This design comes from an exercise in tuning for small area, a short achievable clock period and few clock cycles per item on the open sky130 flow, not from production work.
Only simulation tests tie the RTL to the original design; equivalence was not proved.

==> inputs of trial 19 <==
## dual_axis_pd_velocity_loop
module dual_axis_pd_velocity_loop (
   input  logic         clock,
   input  logic         reset,
   input  logic         req_valid,
   output logic         req_ready,
   input  logic [15:0]  req_cmd_x,
   input  logic [15:0]  req_cmd_y,
   input  logic [15:0]  req_vel_x,
   input  logic [15:0]  req_vel_y,
   output logic         rsp_valid,
   input  logic         rsp_ready,
   output logic [15:0]  rsp_out_x,
   output logic [15:0]  rsp_out_y,
   output logic         rsp_clipped,
   input  logic         csr_valid,
   output logic         csr_ready,
   input  logic [2:0]   csr_index,
   input  logic [31:0]  csr_data
);
   logic [23:0] kp_x_ff, kp_y_ff, kd_x_ff, kd_y_ff;
   logic [31:0] scale_x_ff, scale_y_ff;
   logic        deriv_en_ff;
   logic        adv, start;
   logic        v1_ff, v2_ff, v3_ff, rsp_valid_ff;
   logic [31:0] a1_x_ff, a1_y_ff, b1_x_ff, b1_y_ff;
   logic        c1_x_ff, c1_y_ff;
   logic [15:0] cmd_x1_ff, cmd_y1_ff;
   logic [15:0] cmd_x2_ff, cmd_y2_ff, err_x_ff, err_y_ff;
   logic        clip2_ff;
   logic [25:0] a3_x_ff, a3_y_ff, b3_x_ff, b3_y_ff;
   logic        c3_x_ff, c3_y_ff;
   logic        clip3_ff;
   logic [15:0] prev_x_ff, prev_y_ff;
   logic [15:0] out_x_ff, out_y_ff;
   logic        clip_ff;
   logic [31:0] a1_x, a1_y, b1_x, b1_y;
   logic        c1_x, c1_y;
   logic [25:0] a3_x, a3_y, b3_x, b3_y;
   logic        c3_x, c3_y;
   logic [15:0] e_x, e_y, o_x, o_y;
   logic        ce_x, ce_y, co_x, co_y;
  ...
==> flow/config.mk <==
export PLATFORM = sky130hd
export DESIGN_NAME = dual_axis_pd_velocity_loop
export DESIGN_NICKNAME = dual_axis_pd_velocity_loop
export VERILOG_FILES = /design/flow/design.v
export SDC_FILE = /design/flow/constraint.sdc
export NUM_CORES = 4
export LEC_CHECK = 0
export ABC_AREA = 1
export CAP_MARGIN = 10
export CORE_MARGIN = 2
export CORE_UTILIZATION = 30
export CTS_CLUSTER_DIAMETER = 120
export CTS_CLUSTER_SIZE = 22
export SETUP_SLACK_MARGIN = 5.0
export SLEW_MARGIN = 10
==> flow/constraint.sdc <==
create_clock -name core_clock -period 11.0 [get_ports {clock}]
set_input_delay 2.2000 -clock core_clock [delete_from_list [all_inputs] [get_ports {clock}]]
set_output_delay 2.2000 -clock core_clock [all_outputs]
set_load 0.01 [all_outputs]
standard.sh (not shown) runs the stock make flow with config.mk's settings and CLKGATE_MAP_FILE= SYNTH_SCRIPT=/design/flow/synth_recipe.tcl, a recipe that flattens the netlist after the stock synthesis.
==> flow/flow/run.sh <==
#!/bin/bash
# The standard layout, with one step added after synthesis: flow/polarity.py
# moves inverters through the full-adder cells of the synthesized netlist
# (a full adder with all inputs inverted gives both outputs inverted), which
# leaves fewer inverters. Registers and the rest of the netlist are unchanged.
set -euo pipefail
cp standard.sh standard_sh.log
bash standard.sh synth > synth.log 2>&1
R=orfs/results/${FLOW_PLATFORM}/dual_axis_pd_velocity_loop/base
python3 flow/polarity.py "$R/1_2_yosys.v" "$R/1_2_yosys.pol.v" > polarity.log 2>&1
mv "$R/1_2_yosys.pol.v" "$R/1_2_yosys.v"
rm -f "$R/1_synth.odb" "$R/1_synth.sdc"
bash standard.sh > layout.log 2>&1
Other scripts of this flow, unchanged in this note and not shown: flow/flow/polarity.py
==> build 75 (differences from trial 19) <==
--- a/flow/config.mk
+++ b/flow/config.mk
@@ -11,5 +11,6 @@
 export CORE_UTILIZATION = 30
 export CTS_CLUSTER_DIAMETER = 120
 export CTS_CLUSTER_SIZE = 22
+export PLACE_DENSITY = 0.5
 export SETUP_SLACK_MARGIN = 5.0
 export SLEW_MARGIN = 10
==> run notes <==
Trial 19 finished with timing, DRC and antenna clean. Build 75 finished with timing, DRC and antenna clean.
Between build 75 and trial 19, the lower clock skew is in build 75 (gap 0.016 ns).
In trial 19 the hold slack is better than in build 75, by 0.017 ns.
In build 75 the wire length is higher than in trial 19, by 1.5%.
In sequential cell count, build 75 and trial 19 do not differ.
Sequential share of layout area is about the same in trial 19 and build 75.
==> figures <==
| quantity | trial 19 | build 75 |
|---|---|---|
| Setup slack after layout | 5.03 ns | 5.04 ns |
| GRT Resource Usage Total | 0.198 | 0.201 |
| Run status | timing/DRC/antenna clean | timing/DRC/antenna clean |
| Global routing usage on met3 | 0.0358 | 0.0290 |
| Routing usage on met1 | 0.265 | 0.270 |
| Post-layout minimum cycle time | 5.97 ns | 5.96 ns |
| Number of cells in the finished layout apart from fillers | 11,100 | 11,100 |
| Worst slew margin | 0.241 | 0.197 |
| FF-to-FF Start | kd_x_ff[12] | prev_x_ff[7] |
| Hold Crit Start | cmd_x1_ff[0] | cmd_y1_ff[11] |
Testbench counts of trial 19, summed over its fixed seeds: cycles 2,176, items 2,048.
Testbench counts of build 75, summed over its fixed seeds: cycles 2,176, items 2,048.


==> run X <==
Starting RTL as in the previous note.
Design dual_axis_pd_velocity_loop, start of the top module:
module dual_axis_pd_velocity_loop (
   input  logic         clock,
   input  logic         reset,
   input  logic         req_valid,
   output logic         req_ready,
   input  logic [15:0]  req_cmd_x,
   input  logic [15:0]  req_cmd_y,
   input  logic [15:0]  req_vel_x,
   input  logic [15:0]  req_vel_y,
   output logic         rsp_valid,
   input  logic         rsp_ready,
   output logic [15:0]  rsp_out_x,
   output logic [15:0]  rsp_out_y,
   output logic         rsp_clipped,
   input  logic         csr_valid,
   output logic         csr_ready,
   input  logic [2:0]   csr_index,
   input  logic [31:0]  csr_data
);
   logic [23:0] kp_x_ff, kp_y_ff, kd_x_ff, kd_y_ff;
   logic [31:0] scale_x_ff, scale_y_ff;
   logic        deriv_en_ff;
   logic        adv, start;
   logic        v1_ff, v2_ff, v3_ff, rsp_valid_ff;
   logic [31:0] a1_x_ff, a1_y_ff, b1_x_ff, b1_y_ff;
   logic        c1_x_ff, c1_y_ff;
   logic [15:0] cmd_x1_ff, cmd_y1_ff;
   logic [15:0] cmd_x2_ff, cmd_y2_ff, err_x_ff, err_y_ff;
   logic        clip2_ff;
   logic [25:0] a3_x_ff, a3_y_ff, b3_x_ff, b3_y_ff;
   logic        c3_x_ff, c3_y_ff;
   logic        clip3_ff;
   logic [15:0] prev_x_ff, prev_y_ff;
   logic [15:0] out_x_ff, out_y_ff;
   logic        clip_ff;
   logic [31:0] a1_x, a1_y, b1_x, b1_y;
   logic        c1_x, c1_y;
   logic [25:0] a3_x, a3_y, b3_x, b3_y;
   logic        c3_x, c3_y;
   logic [15:0] e_x, e_y, o_x, o_y;
   logic        ce_x, ce_y, co_x, co_y;
   logic [23:0] kd_x_en, kd_y_en;
   logic [24:0] k1_x, k1_y, k1_x_ff, k1_y_ff;
   logic        k1c_x, k1c_y, k1c_x_ff, k1c_y_ff;
  ...
make LEC_CHECK=0 ABC_AREA=1 CAP_MARGIN=10 CORE_MARGIN=2 CORE_UTILIZATION=30 CTS_CLUSTER_DIAMETER=120 CTS_CLUSTER_SIZE=22 PLACE_DENSITY=0.5 SETUP_SLACK_MARGIN=5.0 SLEW_MARGIN=10 finish   # period 11.0 ns
run.sh (not shown) runs the stock make flow with config.mk's settings and CLKGATE_MAP_FILE= SYNTH_SCRIPT=/design/flow/synth_recipe.tcl, a recipe that flattens the netlist after the stock synthesis.
Stock flow here: none of the scripts above is used.
==> inputs of run Z, as changes to run X <==
Settings changed: CTS_CLUSTER_DIAMETER 120 to 100, CTS_CLUSTER_SIZE 22 to 18, PLACE_DENSITY 0.5 to unset.
==> notes <==
Against run Z, the via count of run X is smaller by about 2%. In die area, run X and run Z do not differ. Design area is about the same in run X and run Z. Of run X and run Z, run X has the higher clock skew (gap 12 ps). Wire length: run X is higher than run Z (1.1%). In core utilization, run Z and run X hardly differ. Of run X and run Z, run X has the higher maximum frequency (gap 1.4%, measured against run Z).
Testbench counts of run X, summed over its fixed seeds: cycles 2,176, items 2,048.
Testbench counts of run Z, summed over its fixed seeds: cycles 2,176, items 2,048.


==> branch umber: inputs <==
Starting RTL as in the previous note.
// dual_axis_pd_velocity_loop
module dual_axis_pd_velocity_loop (
   input  logic         clock,
   input  logic         reset,
   input  logic         req_valid,
   output logic         req_ready,
   input  logic [15:0]  req_cmd_x,
   input  logic [15:0]  req_cmd_y,
   input  logic [15:0]  req_vel_x,
   input  logic [15:0]  req_vel_y,
   output logic         rsp_valid,
   input  logic         rsp_ready,
   output logic [15:0]  rsp_out_x,
   output logic [15:0]  rsp_out_y,
   output logic         rsp_clipped,
   input  logic         csr_valid,
   output logic         csr_ready,
   input  logic [2:0]   csr_index,
   input  logic [31:0]  csr_data
);
==> flow/config.mk <==
export PLATFORM = sky130hd
export DESIGN_NAME = dual_axis_pd_velocity_loop
export DESIGN_NICKNAME = dual_axis_pd_velocity_loop
export VERILOG_FILES = /design/flow/design.v
export SDC_FILE = /design/flow/constraint.sdc
export NUM_CORES = 4
export LEC_CHECK = 0
export ABC_AREA = 1
export CAP_MARGIN = 10
export CORE_MARGIN = 2
export CORE_UTILIZATION = 30
export CTS_CLUSTER_DIAMETER = 120
export CTS_CLUSTER_SIZE = 22
export PLACE_DENSITY = 0.85
export SETUP_SLACK_MARGIN = 5.0
export SLEW_MARGIN = 10
==> flow/constraint.sdc <==
create_clock -name core_clock -period 11.0 [get_ports {clock}]
set_input_delay 2.2000 -clock core_clock [delete_from_list [all_inputs] [get_ports {clock}]]
set_output_delay 2.2000 -clock core_clock [all_outputs]
set_load 0.01 [all_outputs]
standard.sh (not shown) runs the stock make flow with config.mk's settings and CLKGATE_MAP_FILE= SYNTH_SCRIPT=/design/flow/synth_recipe.tcl, a recipe that flattens the netlist after the stock synthesis.
Scripts as last shown in full above: flow/flow/run.sh
Other scripts of this flow, unchanged in this note and not shown: flow/flow/polarity.py
==> branch amber (differences from branch umber) <==
- CORE_UTILIZATION: 30 -> 50
- PLACE_DENSITY: 0.85 -> 0.8
==> comparison table <==
metric                                             branch umber    branch amber
Status                                           finished clean  finished clean
FF-to-FF End                                            c3_x_ff         c3_y_ff
Via count of the first global-routing pass                62380           62410
Reg2reg start                                      prev_x_ff[3]    prev_y_ff[3]
Detailed-route vias per instance                          5.579           6.294
Layout cell share with drive strength beyond 1           6.116%          5.434%
Non-clock buffering overhead                             4.476%          4.182%
Met1 demand-to-capacity share in global routing          22.84%          38.46%
Multi-input logic portion of the cell area               65.56%          67.13%
Layout filler cell count                                  24780           12910
Critical path endpoint                                  c3_x_ff         c1_x_ff
RD Place Congestion                                      0.9894           1.002
CP startpoint kind                                     register      input port
Overall via count from detail_route                       61680           61030
Area after DPL                                    0.08030 sq mm   0.07852 sq mm
Met2 track demand over resource                          28.67%          45.77%
Number of rows in the core area                             184             142
Required @ worst endpoint                              11.35 ns        11.42 ns
Die Y                                                  507.0 um        393.6 um
Capture endpoint of the worst hold path            cmd_y2_ff[2]    cmd_x2_ff[7]
Post-Place Worst Slack                                 2.952 ns        2.864 ns
Testbench counts of branch umber, summed over its fixed seeds: cycles 2,176, items 2,048.
Testbench counts of branch amber, summed over its fixed seeds: cycles 2,176, items 2,048.

-- static timing again, ports no longer ideal --
No port has a modelled driver above. Below, the same layouts with a new extraction and two added sets of constraints.
Step 1 assumes that a clkbuf_16 drives the clock port and a buf_2 every other input.
Step 2 adds t to the input delays and takes it off the output delays; t is the mean of the earliest and latest rising clock arrival at the registers after step 1. Input paths then give back, and output paths get back, about the clock's delay inside the block.
Slacks: ideal / step 1 / step 2; pairs: ideal / step 1.
run	shift t [ns]	slack for setup (ns)	cell pins on the clock port's net
trial 19	0.771	5.026 / 5.071 / 4.300	1
build 75	0.797	5.036 / 5.099 / 4.309	1
run X	0.808	5.111 / 5.087 / 4.402	1
run Z	0.821	5.027 / 5.077 / 4.256	1
branch umber	0.746	4.814 / 4.814 / 4.430	1
branch amber	0.739	4.963 / 5.021 / 4.282	1
After both steps setup and hold are still met in every run listed. The setup slack of run Z, which loses most, moves by +0.050 ns with the drivers and by -0.771 ns with both steps.
